Source: an optimization exercise on an open RTL-to-GDS flow (aim: small area, a short achievable clock period and few clock cycles per item). Production flows keep margins and buffers that such runs may drop. At most, simulation tests tie the RTL to the original design; equivalence was not proved.

==> inputs of trial 27 <==
==> flow/design.v (excerpt) <==
module moving_average_filter #(
	parameter int WINDOW_MAX  = maf_pkg::WINDOW_MAX_DEF,
	parameter int SAMPLE_BITS = maf_pkg::SAMPLE_BITS_DEF
) (
	input  logic                      clk,
	input  logic                      arst_n,
	input  logic                      cfg_we,
	input  logic [maf_pkg::WIN_W-1:0] cfg_wdata,
	input  logic                      in_valid,
	output logic                      in_ready,
	input  logic [SAMPLE_BITS-1:0]    sample,
	input  logic                      new_series,
	output logic                      out_valid,
	input  logic                      out_ready,
	output logic [SAMPLE_BITS-1:0]    average
);
clock: 10.0 ns
lec_check: 0
abc_clock_period_in_ps: 2000
cap_margin: 20
core_margin: 2
core_utilization: 45
cts_cluster_diameter: 80
cts_cluster_size: 30
slew_margin: 20
synth_memory_max_bits: 8192
standard.sh (not shown) runs the stock make flow with config.mk's settings and CLKGATE_MAP_FILE= SYNTH_SCRIPT=/design/flow/synth_recipe.tcl, a recipe that flattens the netlist after the stock synthesis.
==> flow/flow/run.sh <==
#!/bin/bash
# The standard layout (the standard.sh: standard synthesis, floorplan,
# placement, CTS, routing, finish) with the design's clock period and
# constraints; only the timing repair steps aim further below the period.
set -euo pipefail
bash standard.sh SETUP_SLACK_MARGIN=6.0 finish > standard_flow.log 2>&1
==> build 28: changes against trial 27 <==
--- a/flow/design.v
+++ b/flow/design.v
@@ -176,64 +176,87 @@
 	localparam int ADDR_W  = $clog2(WINDOW_MAX);
 	localparam int CNT_W   = $clog2(WINDOW_MAX + 1);
 	localparam int SUM_W   = SAMPLE_BITS + ADDR_W;
 	localparam int WP_STEP = 16;
 	localparam int WP_W    = $clog2(WP_STEP);
 	localparam int PT_W    = ADDR_W - WP_W;
 	logic [maf_pkg::WIN_W-1:0] window_q;
+	logic [CNT_W-1:0]          span_c;
+	logic [ADDR_W-1:0]         span_m1_c;
 	logic [CNT_W-1:0]          span;
 	logic [ADDR_W-1:0]         span_m1;
 	logic                      span_nz;
 	logic [PT_W-1:0]           base_pt;
 	always_comb begin
-		span    = (window_q > maf_pkg::WIN_W'(WINDOW_MAX)) ? CNT_W'(WINDOW_MAX) : CNT_W'(window_q);
-		span_m1 = ADDR_W'(span - CNT_W'(1));
-		span_nz = (window_q != '0);
-		base_pt = PT_W'(0) - span_m1[ADDR_W-1:WP_W];
+		span_c    = (window_q > maf_pkg::WIN_W'(WINDOW_MAX)) ? CNT_W'(WINDOW_MAX) : CNT_W'(window_q);
+		span_m1_c = ADDR_W'(span_c - CNT_W'(1));
+	end
+	always_ff @(posedge clk or negedge arst_n) begin
+		if (!arst_n) begin
+			span    <= CNT_W'(maf_pkg::WIN_RESET);
+			span_m1 <= ADDR_W'(maf_pkg::WIN_RESET - 1);
+			span_nz <= 1'b1;
+			base_pt <= PT_W'(0) - PT_W'((maf_pkg::WIN_RESET - 1) >> WP_W);
+		end else begin
+			span    <= span_c;
+			span_m1 <= span_m1_c;
+			span_nz <= (window_q != '0);
+			base_pt <= PT_W'(0) - span_m1_c[ADDR_W-1:WP_W];
+		end
 	end
 	logic                   in_ready_q;
 	logic                   s0_v;
 	logic [SAMPLE_BITS-1:0] s0_x;
 	logic                   s0_ns;
 	logic [ADDR_W-1:0]      h_q;       
 	logic [ADDR_W-1:0]      raddr_q;   
-	logic [CNT_W-1:0]       cnt_q;     
+	logic                   cnt0_q;    
+	logic                   full_q;    
+	logic [CNT_W-1:0]       nn_q;      
+	logic                   aligned_q;
 	logic                   en;
 	logic                   accept;
 	logic                   fresh;
 	logic                   aligned;
 	logic                   write_now;
 	logic [PT_W-1:0]        wr_pt;
 	logic [ADDR_W-1:0]      h_next;
 	logic [ADDR_W-1:0]      raddr_next;
-	logic [CNT_W-1:0]       cnt_eff;
-	logic [CNT_W-1:0]       cnt_inc;
+	logic                   full_next;
+	logic [CNT_W-1:0]       nn_next;
+	logic                   aligned_next;
 	logic [CNT_W-1:0]       n_now;
 	logic                   sub_now;
 	logic [SAMPLE_BITS-1:0] rd_data;
 	assign accept  = in_valid && in_ready_q;
-	assign fresh   = s0_ns || (cnt_q == '0);
-	assign aligned = (h_q[WP_W-1:0] == '0) && (raddr_q[ADDR_W-2:WP_W] == '0);
+	assign fresh   = s0_ns || cnt0_q;
+	assign aligned = aligned_q;
 	assign write_now = s0_v && en && (aligned || fresh);
 	assign wr_pt   = fresh ? base_pt : h_q[ADDR_W-1:WP_W];
 	always_comb begin
 		if (write_now) begin
 			h_next = fresh ? {base_pt, WP_W'(0)} : h_q;
 		end else begin
 			h_next = h_q + ADDR_W'(1);
 		end
 		if (write_now) begin
 			raddr_next = fresh ? {{(ADDR_W-WP_W){1'b0}}, span_m1[WP_W-1:0]} : raddr_q;
 		end else begin
 			raddr_next = raddr_q + ADDR_W'(1);
 		end
-		cnt_eff = s0_ns ? '0 : cnt_q;
-		cnt_inc = cnt_eff[CNT_W-1] ? cnt_eff : cnt_eff + CNT_W'(1);
-		n_now   = (cnt_inc < span) ? cnt_inc : span;
-		sub_now = span_nz && (cnt_eff >= span);
+		aligned_next = (h_next[WP_W-1:0] == '0) && (raddr_next[ADDR_W-2:WP_W] == '0);
+		if (s0_ns) begin
+			full_next = (span == CNT_W'(1));
+			nn_next   = (span < CNT_W'(2)) ? span : CNT_W'(2);
+		end else begin
+			full_next = span_nz && (nn_q == span);
+			nn_next   = (nn_q == span) ? span : nn_q + CNT_W'(1);
+		end
+		n_now   = s0_ns ? CNT_W'(span_nz) : nn_q;
+		sub_now = !s0_ns && full_q;
 	end
 	maf_ring #(
 		.DEPTH   (WINDOW_MAX),
 		.DATA_W  (SAMPLE_BITS),
 		.WP_STEP (WP_STEP)
 	) u_ring (
 		.clk     (clk),
@@ -258,81 +281,128 @@
 	logic s0_ns_next;
 	logic cnt0_next;
 	logic skid_v_next;
 	logic in_ready_d;
 	always_comb begin
 		s0_v_next   = accept || (s0_v && !write_now);
 		s0_ns_next  = accept ? new_series : s0_ns;
-		cnt0_next   = cfg_we || ((cnt_q == '0) && !write_now);
+		cnt0_next   = cfg_we || (cnt0_q && !write_now);
 		skid_v_next = skid_v_q ? !pop : (arrive && out_v_q && !pop);
 		in_ready_d  = !s0_v_next || (!skid_v_next &&
-			(((h_next[WP_W-1:0] == '0) && (raddr_next[ADDR_W-2:WP_W] == '0)) ||
-			 s0_ns_next || cnt0_next));
+			(aligned_next || s0_ns_next || cnt0_next));
 	end
 	always_ff @(posedge clk or negedge arst_n) begin
 		if (!arst_n) begin
 			window_q   <= maf_pkg::WIN_RESET;
-			in_ready_q <= 1'b1;
 			s0_v       <= 1'b0;
 			h_q        <= '0;
 			raddr_q    <= '0;
-			cnt_q      <= '0;
+			cnt0_q     <= 1'b1;
+			full_q     <= 1'b0;
+			nn_q       <= CNT_W'(1);
+			aligned_q  <= 1'b1;
 		end else begin
-			in_ready_q <= in_ready_d;
+			aligned_q  <= aligned_next;
 			s0_v       <= s0_v_next;
 			h_q        <= h_next;
 			raddr_q    <= raddr_next;
 			if (cfg_we) begin
 				window_q <= cfg_wdata;
-				cnt_q    <= '0;
+				cnt0_q   <= 1'b1;
+				full_q   <= 1'b0;
+				nn_q     <= CNT_W'(cfg_wdata != '0);
 			end else if (write_now) begin
-				cnt_q    <= cnt_inc;
+				cnt0_q   <= 1'b0;
+				full_q   <= full_next;
+				nn_q     <= nn_next;
 			end
 		end
 	end
 	always_ff @(posedge clk) begin
+		in_ready_q <= in_ready_d;
+	end
+	always_ff @(posedge clk) begin
 		if (accept) begin
 			s0_x  <= sample;
 			s0_ns <= new_series;
 		end
 	end
+	logic                   v1;
+	logic [SAMPLE_BITS-1:0] x1;
+	logic [SAMPLE_BITS-1:0] o1;
+	logic                   sub1;
+	logic                   clr1;
+	logic [CNT_W-1:0]       n1;
+	always_ff @(posedge clk or negedge arst_n) begin
+		if (!arst_n) begin
+			v1 <= 1'b0;
+		end else if (en) begin
+			v1 <= write_now;
+		end
+	end
+	always_ff @(posedge clk) begin
+		if (en) begin
+			x1   <= s0_x;
+			o1   <= rd_data;
+			sub1 <= sub_now;
+			clr1 <= fresh;
+			n1   <= n_now;
+		end
+	end
 	logic                   v2;
-	logic [SUM_W-1:0]       sum_q;
+	logic [SAMPLE_BITS:0]   d2;
+	logic                   clr2;
 	logic [CNT_W-1:0]       n2;
-	logic [CNT_W:0]         n3_2;
 	always_ff @(posedge clk or negedge arst_n) begin
 		if (!arst_n) begin
 			v2 <= 1'b0;
 		end else if (en) begin
-			v2 <= write_now;
+			v2 <= v1;
 		end
 	end
 	always_ff @(posedge clk) begin
 		if (en) begin
-			n2   <= n_now;
-			n3_2 <= {1'b0, n_now} + {n_now, 1'b0};
+			d2   <= {1'b0, x1} - {1'b0, (sub1 ? o1 : '0)};
+			clr2 <= clr1;
+			n2   <= n1;
 		end
-		if (write_now) begin
-			sum_q <= (fresh ? SUM_W'(0) : sum_q) + SUM_W'(s0_x) -
-				(sub_now ? SUM_W'(rd_data) : SUM_W'(0));
+	end
+	logic                   v3;
+	logic [SUM_W-1:0]       sum_q;
+	logic [CNT_W-1:0]       n3;
+	logic [CNT_W:0]         n3_3;
+	always_ff @(posedge clk or negedge arst_n) begin
+		if (!arst_n) begin
+			v3 <= 1'b0;
+		end else if (en) begin
+			v3 <= v2;
+		end
+	end
+	always_ff @(posedge clk) begin
+		if (en) begin
+			n3   <= n2;
+			n3_3 <= {1'b0, n2} + {n2, 1'b0};
+			if (v2) begin
+				sum_q <= (clr2 ? SUM_W'(0) : sum_q) + {{(SUM_W-SAMPLE_BITS-1){d2[SAMPLE_BITS]}}, d2};
+			end
 		end
 	end
 	maf_divider #(
 		.NUM_W (SUM_W),
 		.DEN_W (CNT_W),
 		.QUO_W (SAMPLE_BITS),
-		.STEPS (2)
+		.STEPS (1)
 	) u_div (
 		.clk       (clk),
 		.arst_n    (arst_n),
 		.en        (en),
-		.in_valid  (v2),
+		.in_valid  (v3),
 		.dividend  (sum_q),
-		.divisor   (n2),
-		.divisor3  (n3_2),
+		.divisor   (n3),
+		.divisor3  (n3_3),
 		.out_valid (div_v),
 		.quotient  (div_q)
 	);
 	always_ff @(posedge clk or negedge arst_n) begin
 		if (!arst_n) begin
 			out_v_q  <= 1'b0;
 			skid_v_q <= 1'b0;
==> flow/flow/run.sh (replaced) <==
#!/bin/bash
# The standard layout (the standard.sh: standard synthesis, floorplan,
# placement, CTS, routing, finish) with the design's clock period and
# constraints; only the timing repair steps aim further below the period.
set -euo pipefail
bash standard.sh SETUP_SLACK_MARGIN=6.75 finish > standard_flow.log 2>&1
- CORE_UTILIZATION: 45 -> 60
==> build 23: changes against trial 27 <==
--- a/flow/design.v
+++ b/flow/design.v
@@ -291,33 +291,55 @@
 	end
 	always_ff @(posedge clk) begin
 		if (accept) begin
 			s0_x  <= sample;
 			s0_ns <= new_series;
 		end
 	end
+	logic                   v1;
+	logic [SAMPLE_BITS-1:0] x1;
+	logic [SAMPLE_BITS-1:0] o1;
+	logic                   sub1;
+	logic                   clr1;
+	logic [CNT_W-1:0]       n1;
+	always_ff @(posedge clk or negedge arst_n) begin
+		if (!arst_n) begin
+			v1 <= 1'b0;
+		end else if (en) begin
+			v1 <= write_now;
+		end
+	end
+	always_ff @(posedge clk) begin
+		if (en) begin
+			x1   <= s0_x;
+			o1   <= rd_data;
+			sub1 <= sub_now;
+			clr1 <= fresh;
+			n1   <= n_now;
+		end
+	end
 	logic                   v2;
 	logic [SUM_W-1:0]       sum_q;
 	logic [CNT_W-1:0]       n2;
 	logic [CNT_W:0]         n3_2;
 	always_ff @(posedge clk or negedge arst_n) begin
 		if (!arst_n) begin
 			v2 <= 1'b0;
 		end else if (en) begin
-			v2 <= write_now;
+			v2 <= v1;
 		end
 	end
 	always_ff @(posedge clk) begin
 		if (en) begin
-			n2   <= n_now;
-			n3_2 <= {1'b0, n_now} + {n_now, 1'b0};
-		end
-		if (write_now) begin
-			sum_q <= (fresh ? SUM_W'(0) : sum_q) + SUM_W'(s0_x) -
-				(sub_now ? SUM_W'(rd_data) : SUM_W'(0));
+			n2   <= n1;
+			n3_2 <= {1'b0, n1} + {n1, 1'b0};
+			if (v1) begin
+				sum_q <= (clr1 ? SUM_W'(0) : sum_q) + SUM_W'(x1) -
+					(sub1 ? SUM_W'(o1) : SUM_W'(0));
+			end
 		end
 	end
 	maf_divider #(
 		.NUM_W (SUM_W),
 		.DEN_W (CNT_W),
 		.QUO_W (SAMPLE_BITS),
 		.STEPS (2)
==> flow/run.sh (new file) <==
#!/bin/bash
# synth_recipe.tcl (not shown) runs the flow's synth.tcl, then flattens the netlist and writes it again
# the make line also repeats each setting of config.mk as NAME=value (left out here)
make -C /OpenROAD-flow-scripts/flow DESIGN_CONFIG=/design/flow/config.mk WORK_HOME=/design/flow/orfs CLKGATE_MAP_FILE= SYNTH_SCRIPT=/design/flow/synth_recipe.tcl finish
- ABC_CLOCK_PERIOD_IN_PS: 2000 -> not set
- CTS_CLUSTER_DIAMETER: 80 -> not set
- CTS_CLUSTER_SIZE: 30 -> not set
- SETUP_SLACK_MARGIN: not set -> 5
removed: flow/flow/run.sh
removed: flow/standard.sh
==> build 87: changes against trial 27 <==
--- a/flow/design.v
+++ b/flow/design.v
@@ -176,64 +176,87 @@
 	localparam int ADDR_W  = $clog2(WINDOW_MAX);
 	localparam int CNT_W   = $clog2(WINDOW_MAX + 1);
 	localparam int SUM_W   = SAMPLE_BITS + ADDR_W;
 	localparam int WP_STEP = 16;
 	localparam int WP_W    = $clog2(WP_STEP);
 	localparam int PT_W    = ADDR_W - WP_W;
 	logic [maf_pkg::WIN_W-1:0] window_q;
+	logic [CNT_W-1:0]          span_c;
+	logic [ADDR_W-1:0]         span_m1_c;
 	logic [CNT_W-1:0]          span;
 	logic [ADDR_W-1:0]         span_m1;
 	logic                      span_nz;
 	logic [PT_W-1:0]           base_pt;
 	always_comb begin
-		span    = (window_q > maf_pkg::WIN_W'(WINDOW_MAX)) ? CNT_W'(WINDOW_MAX) : CNT_W'(window_q);
-		span_m1 = ADDR_W'(span - CNT_W'(1));
-		span_nz = (window_q != '0);
-		base_pt = PT_W'(0) - span_m1[ADDR_W-1:WP_W];
+		span_c    = (window_q > maf_pkg::WIN_W'(WINDOW_MAX)) ? CNT_W'(WINDOW_MAX) : CNT_W'(window_q);
+		span_m1_c = ADDR_W'(span_c - CNT_W'(1));
+	end
+	always_ff @(posedge clk or negedge arst_n) begin
+		if (!arst_n) begin
+			span    <= CNT_W'(maf_pkg::WIN_RESET);
+			span_m1 <= ADDR_W'(maf_pkg::WIN_RESET - 1);
+			span_nz <= 1'b1;
+			base_pt <= PT_W'(0) - PT_W'((maf_pkg::WIN_RESET - 1) >> WP_W);
+		end else begin
+			span    <= span_c;
+			span_m1 <= span_m1_c;
+			span_nz <= (window_q != '0);
+			base_pt <= PT_W'(0) - span_m1_c[ADDR_W-1:WP_W];
+		end
 	end
 	logic                   in_ready_q;
 	logic                   s0_v;
 	logic [SAMPLE_BITS-1:0] s0_x;
 	logic                   s0_ns;
 	logic [ADDR_W-1:0]      h_q;       
 	logic [ADDR_W-1:0]      raddr_q;   
-	logic [CNT_W-1:0]       cnt_q;     
+	logic                   cnt0_q;    
+	logic                   full_q;    
+	logic [CNT_W-1:0]       nn_q;      
+	logic                   aligned_q;
 	logic                   en;
 	logic                   accept;
 	logic                   fresh;
 	logic                   aligned;
 	logic                   write_now;
 	logic [PT_W-1:0]        wr_pt;
 	logic [ADDR_W-1:0]      h_next;
 	logic [ADDR_W-1:0]      raddr_next;
-	logic [CNT_W-1:0]       cnt_eff;
-	logic [CNT_W-1:0]       cnt_inc;
+	logic                   full_next;
+	logic [CNT_W-1:0]       nn_next;
+	logic                   aligned_next;
 	logic [CNT_W-1:0]       n_now;
 	logic                   sub_now;
 	logic [SAMPLE_BITS-1:0] rd_data;
 	assign accept  = in_valid && in_ready_q;
-	assign fresh   = s0_ns || (cnt_q == '0);
-	assign aligned = (h_q[WP_W-1:0] == '0) && (raddr_q[ADDR_W-2:WP_W] == '0);
+	assign fresh   = s0_ns || cnt0_q;
+	assign aligned = aligned_q;
 	assign write_now = s0_v && en && (aligned || fresh);
 	assign wr_pt   = fresh ? base_pt : h_q[ADDR_W-1:WP_W];
 	always_comb begin
 		if (write_now) begin
 			h_next = fresh ? {base_pt, WP_W'(0)} : h_q;
 		end else begin
 			h_next = h_q + ADDR_W'(1);
 		end
 		if (write_now) begin
 			raddr_next = fresh ? {{(ADDR_W-WP_W){1'b0}}, span_m1[WP_W-1:0]} : raddr_q;
 		end else begin
 			raddr_next = raddr_q + ADDR_W'(1);
 		end
-		cnt_eff = s0_ns ? '0 : cnt_q;
-		cnt_inc = cnt_eff[CNT_W-1] ? cnt_eff : cnt_eff + CNT_W'(1);
-		n_now   = (cnt_inc < span) ? cnt_inc : span;
-		sub_now = span_nz && (cnt_eff >= span);
+		aligned_next = (h_next[WP_W-1:0] == '0) && (raddr_next[ADDR_W-2:WP_W] == '0);
+		if (s0_ns) begin
+			full_next = (span == CNT_W'(1));
+			nn_next   = (span < CNT_W'(2)) ? span : CNT_W'(2);
+		end else begin
+			full_next = span_nz && (nn_q == span);
+			nn_next   = (nn_q == span) ? span : nn_q + CNT_W'(1);
+		end
+		n_now   = s0_ns ? CNT_W'(span_nz) : nn_q;
+		sub_now = !s0_ns && full_q;
 	end
 	maf_ring #(
 		.DEPTH   (WINDOW_MAX),
 		.DATA_W  (SAMPLE_BITS),
 		.WP_STEP (WP_STEP)
 	) u_ring (
 		.clk     (clk),
@@ -258,81 +281,128 @@
 	logic s0_ns_next;
 	logic cnt0_next;
 	logic skid_v_next;
 	logic in_ready_d;
 	always_comb begin
 		s0_v_next   = accept || (s0_v && !write_now);
 		s0_ns_next  = accept ? new_series : s0_ns;
-		cnt0_next   = cfg_we || ((cnt_q == '0) && !write_now);
+		cnt0_next   = cfg_we || (cnt0_q && !write_now);
 		skid_v_next = skid_v_q ? !pop : (arrive && out_v_q && !pop);
 		in_ready_d  = !s0_v_next || (!skid_v_next &&
-			(((h_next[WP_W-1:0] == '0) && (raddr_next[ADDR_W-2:WP_W] == '0)) ||
-			 s0_ns_next || cnt0_next));
+			(aligned_next || s0_ns_next || cnt0_next));
 	end
 	always_ff @(posedge clk or negedge arst_n) begin
 		if (!arst_n) begin
 			window_q   <= maf_pkg::WIN_RESET;
-			in_ready_q <= 1'b1;
 			s0_v       <= 1'b0;
 			h_q        <= '0;
 			raddr_q    <= '0;
-			cnt_q      <= '0;
+			cnt0_q     <= 1'b1;
+			full_q     <= 1'b0;
+			nn_q       <= CNT_W'(1);
+			aligned_q  <= 1'b1;
 		end else begin
-			in_ready_q <= in_ready_d;
+			aligned_q  <= aligned_next;
 			s0_v       <= s0_v_next;
 			h_q        <= h_next;
 			raddr_q    <= raddr_next;
 			if (cfg_we) begin
 				window_q <= cfg_wdata;
-				cnt_q    <= '0;
+				cnt0_q   <= 1'b1;
+				full_q   <= 1'b0;
+				nn_q     <= CNT_W'(cfg_wdata != '0);
 			end else if (write_now) begin
-				cnt_q    <= cnt_inc;
+				cnt0_q   <= 1'b0;
+				full_q   <= full_next;
+				nn_q     <= nn_next;
 			end
 		end
 	end
 	always_ff @(posedge clk) begin
+		in_ready_q <= in_ready_d;
+	end
+	always_ff @(posedge clk) begin
 		if (accept) begin
 			s0_x  <= sample;
 			s0_ns <= new_series;
 		end
 	end
+	logic                   v1;
+	logic [SAMPLE_BITS-1:0] x1;
+	logic [SAMPLE_BITS-1:0] o1;
+	logic                   sub1;
+	logic                   clr1;
+	logic [CNT_W-1:0]       n1;
+	always_ff @(posedge clk or negedge arst_n) begin
+		if (!arst_n) begin
+			v1 <= 1'b0;
+		end else if (en) begin
+			v1 <= write_now;
+		end
+	end
+	always_ff @(posedge clk) begin
+		if (en) begin
+			x1   <= s0_x;
+			o1   <= rd_data;
+			sub1 <= sub_now;
+			clr1 <= fresh;
+			n1   <= n_now;
+		end
+	end
 	logic                   v2;
-	logic [SUM_W-1:0]       sum_q;
+	logic [SAMPLE_BITS:0]   d2;
+	logic                   clr2;
 	logic [CNT_W-1:0]       n2;
-	logic [CNT_W:0]         n3_2;
 	always_ff @(posedge clk or negedge arst_n) begin
 		if (!arst_n) begin
 			v2 <= 1'b0;
 		end else if (en) begin
-			v2 <= write_now;
+			v2 <= v1;
 		end
 	end
 	always_ff @(posedge clk) begin
 		if (en) begin
-			n2   <= n_now;
-			n3_2 <= {1'b0, n_now} + {n_now, 1'b0};
+			d2   <= {1'b0, x1} - {1'b0, (sub1 ? o1 : '0)};
+			clr2 <= clr1;
+			n2   <= n1;
 		end
-		if (write_now) begin
-			sum_q <= (fresh ? SUM_W'(0) : sum_q) + SUM_W'(s0_x) -
-				(sub_now ? SUM_W'(rd_data) : SUM_W'(0));
+	end
+	logic                   v3;
+	logic [SUM_W-1:0]       sum_q;
+	logic [CNT_W-1:0]       n3;
+	logic [CNT_W:0]         n3_3;
+	always_ff @(posedge clk or negedge arst_n) begin
+		if (!arst_n) begin
+			v3 <= 1'b0;
+		end else if (en) begin
+			v3 <= v2;
+		end
+	end
+	always_ff @(posedge clk) begin
+		if (en) begin
+			n3   <= n2;
+			n3_3 <= {1'b0, n2} + {n2, 1'b0};
+			if (v2) begin
+				sum_q <= (clr2 ? SUM_W'(0) : sum_q) + {{(SUM_W-SAMPLE_BITS-1){d2[SAMPLE_BITS]}}, d2};
+			end
 		end
 	end
 	maf_divider #(
 		.NUM_W (SUM_W),
 		.DEN_W (CNT_W),
 		.QUO_W (SAMPLE_BITS),
-		.STEPS (2)
+		.STEPS (1)
 	) u_div (
 		.clk       (clk),
 		.arst_n    (arst_n),
 		.en        (en),
-		.in_valid  (v2),
+		.in_valid  (v3),
 		.dividend  (sum_q),
-		.divisor   (n2),
-		.divisor3  (n3_2),
+		.divisor   (n3),
+		.divisor3  (n3_3),
 		.out_valid (div_v),
 		.quotient  (div_q)
 	);
 	always_ff @(posedge clk or negedge arst_n) begin
 		if (!arst_n) begin
 			out_v_q  <= 1'b0;
 			skid_v_q <= 1'b0;
==> flow/flow/run.sh (replaced) <==
#!/bin/bash
# The standard layout (the standard.sh: standard synthesis, floorplan,
# placement, CTS, routing, finish) with the design's clock period and
# constraints; only the timing repair steps aim further below the period.
set -euo pipefail
bash standard.sh SETUP_SLACK_MARGIN=6.75 finish > standard_flow.log 2>&1
- ABC_AREA: not set -> 1
- ABC_CLOCK_PERIOD_IN_PS: 2000 -> not set
- CORE_UTILIZATION: 45 -> 60
==> run summary <==
Build 28 produced a clean layout. Build 23 finished with timing, DRC and antenna clean. Build 87 completed with no timing, DRC or antenna violations. Trial 27 finished clean. Against build 23, the fmax of build 87 is higher by 40%. Register-to-register slack: trial 27 < build 23 < build 28 < build 87. In build 87 the cell area is higher than in trial 27, by 4.5%.
Testbench counts of trial 27, summed over its fixed seeds: cycles 6,256, items 6,000.
Testbench counts of build 28, summed over its fixed seeds: cycles 6,512, items 6,000.
Testbench counts of build 87, summed over its fixed seeds: cycles 6,512, items 6,000.
The RTL of build 23 was laid out without a check of its function.

-- static timing again, ports no longer ideal --
No port has a modelled driver above. Below, the same layouts with a new extraction and two added sets of constraints.
Step 1 sets driving cells, clkbuf_16 on the clock port and buf_2 on the other inputs (assumed; they add their load-dependent delay and slew).
Step 2, shift: input delay + t, output delay - t, t = (earliest + latest rising clock arrival at the registers) / 2. This alone moves slack from input paths to output paths.
Slacks: no drivers / after step 1 / after step 2; pairs: no drivers / after step 1.
run	t, ns	slack for setup (ns)	hold WS [ns]	slew at the worst register clock pin (ns)	cell pins on the clock port's net
trial 27	1.001	4.801 / 4.801 / 4.801	0.288 / 0.288 / 0.288	0.11 / 0.11	1
build 28	0.987	6.534 / 6.440 / 6.019	0.312 / 0.312 / 0.312	0.11 / 0.11	1
build 23	1.077	5.166 / 5.166 / 5.166	0.288 / 0.288 / 0.288	0.07 / 0.07	1
build 87	0.986	6.547 / 6.449 / 6.052	0.297 / 0.297 / 0.297	0.12 / 0.12	1
After both steps every run listed still meets setup and hold. For build 28, which loses most, drivers alone change the setup slack by -0.094 ns; drivers and shift together by -0.515 ns.
